From an optimization exercise on the open Yosys and OpenROAD flow, aimed at small area; shortcuts taken in it are not production practice.
Function was checked by simulation only, so behaviour that the tests miss may differ from the original.
Power figures rest on the tool's default switching activity, not on a simulated workload.

Setup of main:
==> flow/design.v (excerpt) <==
module cpu_top #(
  parameter logic [31:0] RESET_PC = '0,
  parameter int          NUM_REGS = 64
) (
  input  logic        clk,
  input  logic        rst_n,
  input  logic [31:0] inst_rdata,
  input  logic        ready,
  input  logic        mem_start_ready,
  input  logic [1:0]  data_in,
  output logic [31:0] pc,
  output logic [9:0]  data_out,
  output logic        out_valid
);
  localparam logic [3:0] C_ALU = 4'd0, C_SHIFT = 4'd1, C_OUT = 4'd2, C_IN = 4'd3,
                         C_JUMP = 4'd4, C_JZ = 4'd5, C_JNZ = 4'd6, C_LC = 4'd7,
                         C_LU = 4'd8, C_NOP = 4'd15;
  logic run;
  logic adv;
  always_ff @(posedge clk) begin
    if (!rst_n) run <= 1'b0;
    else if (mem_start_ready) run <= 1'b1;
  end
  assign adv = run && ready;
  logic [31:0] ir;
  logic        jt;
  logic [31:0] jaddr;
  logic [29:0] pc_inc;
  logic [30:0] pc_ic;
  assign pc_ic[0] = 1'b1;
  for (genvar i = 0; i < 30; i++) begin : g_pcinc
    cpu_ha u_ha (.a(pc[i + 2]), .b(pc_ic[i]), .s(pc_inc[i]), .co(pc_ic[i + 1]));
  end
  always_ff @(posedge clk) begin
    if (!rst_n) begin
      pc <= RESET_PC;
      ir <= 32'd63;
    end else if (adv) begin
      pc <= jt ? jaddr : {pc_inc, pc[1:0]};
      ir <= jt ? 32'd63 : inst_rdata;
    end
  end
  logic [31:0] m_res;
  logic [5:0]  m_aw;
  logic        m_we, m_in, m_out;
  logic [31:0] w_res;
  logic [5:0]  w_aw;
  logic        w_we, w_in, w_out;
  logic [31:0] mv;
  logic [31:0] wv;
  assign mv = {m_res[31:2], m_in ? data_in : m_res[1:0]};
  assign wv = {w_res[31:2], w_in ? data_in : w_res[1:0]};
  logic [63:0][31:0] rf;
  always_ff @(posedge clk) begin
    for (int i = 0; i < 64; i++) begin
  ...
Size: roughly 12000 cells after synthesis, about 2300 flip-flops, about 81 I/O pins, roughly 0.15 sq mm of cells after synthesis.
make LEC_CHECK=0 CAP_MARGIN=20 CORE_MARGIN=2 CORE_UTILIZATION=45 CTS_BUF_LIST=sky130_fd_sc_hd__clkbuf_16 CTS_CLUSTER_DIAMETER=80 CTS_CLUSTER_SIZE=22 PLACE_DENSITY=0.55 SETUP_SLACK_MARGIN=0.2 SLEW_MARGIN=20 SYNTH_HIERARCHICAL=1 finish   # period 20.0 ns
run.sh (not shown) runs the stock make flow with config.mk's settings and CLKGATE_MAP_FILE= SYNTH_SCRIPT=/design/flow/synth_recipe.tcl, a recipe that flattens the netlist after the stock synthesis.
The inputs of the feature branch differ from those of main as listed below.
diff --git a/flow/design.v b/flow/design.v
--- a/flow/design.v
+++ b/flow/design.v
@@ -59,54 +59,20 @@
     logic [REG_ADDR_W-1:0] addr_w;
     opcode_e               opc;
     logic                  write_reg;
   } ex_mem_t;
   typedef struct packed {
     logic                  we;
     logic [REG_ADDR_W-1:0] addr;
     logic [XLEN-1:0]       data;
   } wb_t;
 endpackage
-module rf_port (
-  input  logic [63:0][31:0] regs,
-  input  logic [63:0]       sel,
-  output logic [31:0]       rd
-);
-  for (genvar j = 0; j < 32; j++) begin : g_bit
-    logic [21:0] t;
-    for (genvar k = 0; k < 21; k++) begin : g_ao
-      rf_ao222 u_ao (.a0(regs[3 * k][j]),     .s0(sel[3 * k]),
-                     .a1(regs[3 * k + 1][j]), .s1(sel[3 * k + 1]),
-                     .a2(regs[3 * k + 2][j]), .s2(sel[3 * k + 2]), .y(t[k]));
-    end
-    rf_nand2 u_t21 (.a(regs[63][j]), .b(sel[63]), .y(t[21]));
-    rf_or22 u_or (.t(t), .y(rd[j]));
-  end
-endmodule
-module rf_ao222 (
-  input  logic a0, s0, a1, s1, a2, s2,
-  output logic y
-);
-  assign y = ~((a0 & s0) | (a1 & s1) | (a2 & s2));
-endmodule
-module rf_nand2 (
-  input  logic a, b,
-  output logic y
-);
-  assign y = ~(a & b);
-endmodule
-module rf_or22 (
-  input  logic [21:0] t,
-  output logic        y
-);
-  assign y = ~&t;
-endmodule
 module mul32 (
   input  logic [31:0] x,
   input  logic [31:0] y,
   output logic [63:0] p
 );
   logic [16:0] one, two, neg, nneg;
   logic [31:0] pl;
   logic [33:0] yy;
   assign yy = {2'b00, y};
   always_comb begin
@@ -2960,25 +2926,21 @@
         6'd7:    d_cls = C_IN;
         6'd9:    d_cls = C_JUMP;
         6'd10:   d_cls = C_JZ;
         6'd11:   d_cls = C_JNZ;
         default: d_cls = C_NOP;
       endcase
     end
     d_k = ir[22:0];
     if (d_cls == C_JUMP) d_k[16:10] = ir[23:17];
   end
-  logic [63:0] sel_a;
-  always_comb begin
-    for (int i = 0; i < 64; i++) sel_a[i] = (ir[22:17] == i[5:0]);
-  end
-  rf_port u_rd_a (.regs(rf), .sel(sel_a), .rd(rd_a));
+  assign rd_a = rf[ir[22:17]];
   assign rd_b = rf[d_k[15:10]];
   assign rd_w = rf[ir[30:25]];
   always_comb begin
     if (ir[23])                               d_a = {{26{ir[22]}}, ir[22:17]};
     else if (w_we && (w_aw == ir[22:17]))     d_a = wv;
     else                                      d_a = rd_a;
     if (d_k[16])                              d_b = {{26{d_k[15]}}, d_k[15:10]};
     else if (w_we && (w_aw == d_k[15:10]))    d_b = wv;
     else                                      d_b = rd_b;
     if (ir[31])                               d_w = {{26{ir[30]}}, ir[30:25]};
## What came out
- Compared with main, die area in the feature branch increased by a few percent.
- Lower number of iterations in the first detailed-routing pass goes to the feature branch over main.
- When the final numbers for the feature branch and main were put side by side, the filler cell count in the final layout turned out to be smaller in main.
- In the tables for the feature branch and main, total length of routed met3 wires reads lower with the feature branch.
- Of the feature branch and main, the run reporting the lower area added between synthesis and finish was the feature branch.
- Relative to main, the minimum period implied by the final worst setup slack of the feature branch is higher by 38 ps.
- Taking main as the reference, in the feature branch post-route clock skew lower, total power draw lower, average vias per placed instance lower, clock buffer count from CTS lower.
- Of the feature branch and main, main shows the higher post-detailed-routing wire length, with the feature branch below it.

afterwards: timing with drivers on the ports:
The flow's constraints put no driver on any port. The routed layouts listed below were extracted and timed again, unchanged, in two steps.
Step 1 assumes that a clkbuf_16 drives the clock port and a buf_2 every other input.
Step 2 times the ports against the registers' clock, not the clock port: input delays grow and output delays shrink by t, the midpoint of the rising clock arrivals with the driver on.
a / b / c = ideal ports / drivers / drivers and shift; a / b = the first two.
| run | t, ns | setup slack, ns | worst register clock-pin slew, ns | worst slew at a driven data input, ns | pins driven straight from the clock port |
|---|---|---|---|---|---|
| main | 0.973 | 1.908 / 1.981 / 1.008 | 0.10 / 0.10 | 0.12 | 1 |
| the feature branch | 0.994 | 1.869 / 1.931 / 0.938 | 0.10 / 0.10 | 0.40 | 1 |
After both steps setup and hold are still met in every run listed. For the feature branch, which loses most, drivers alone change the setup slack by +0.062 ns; drivers and shift together by -0.931 ns.
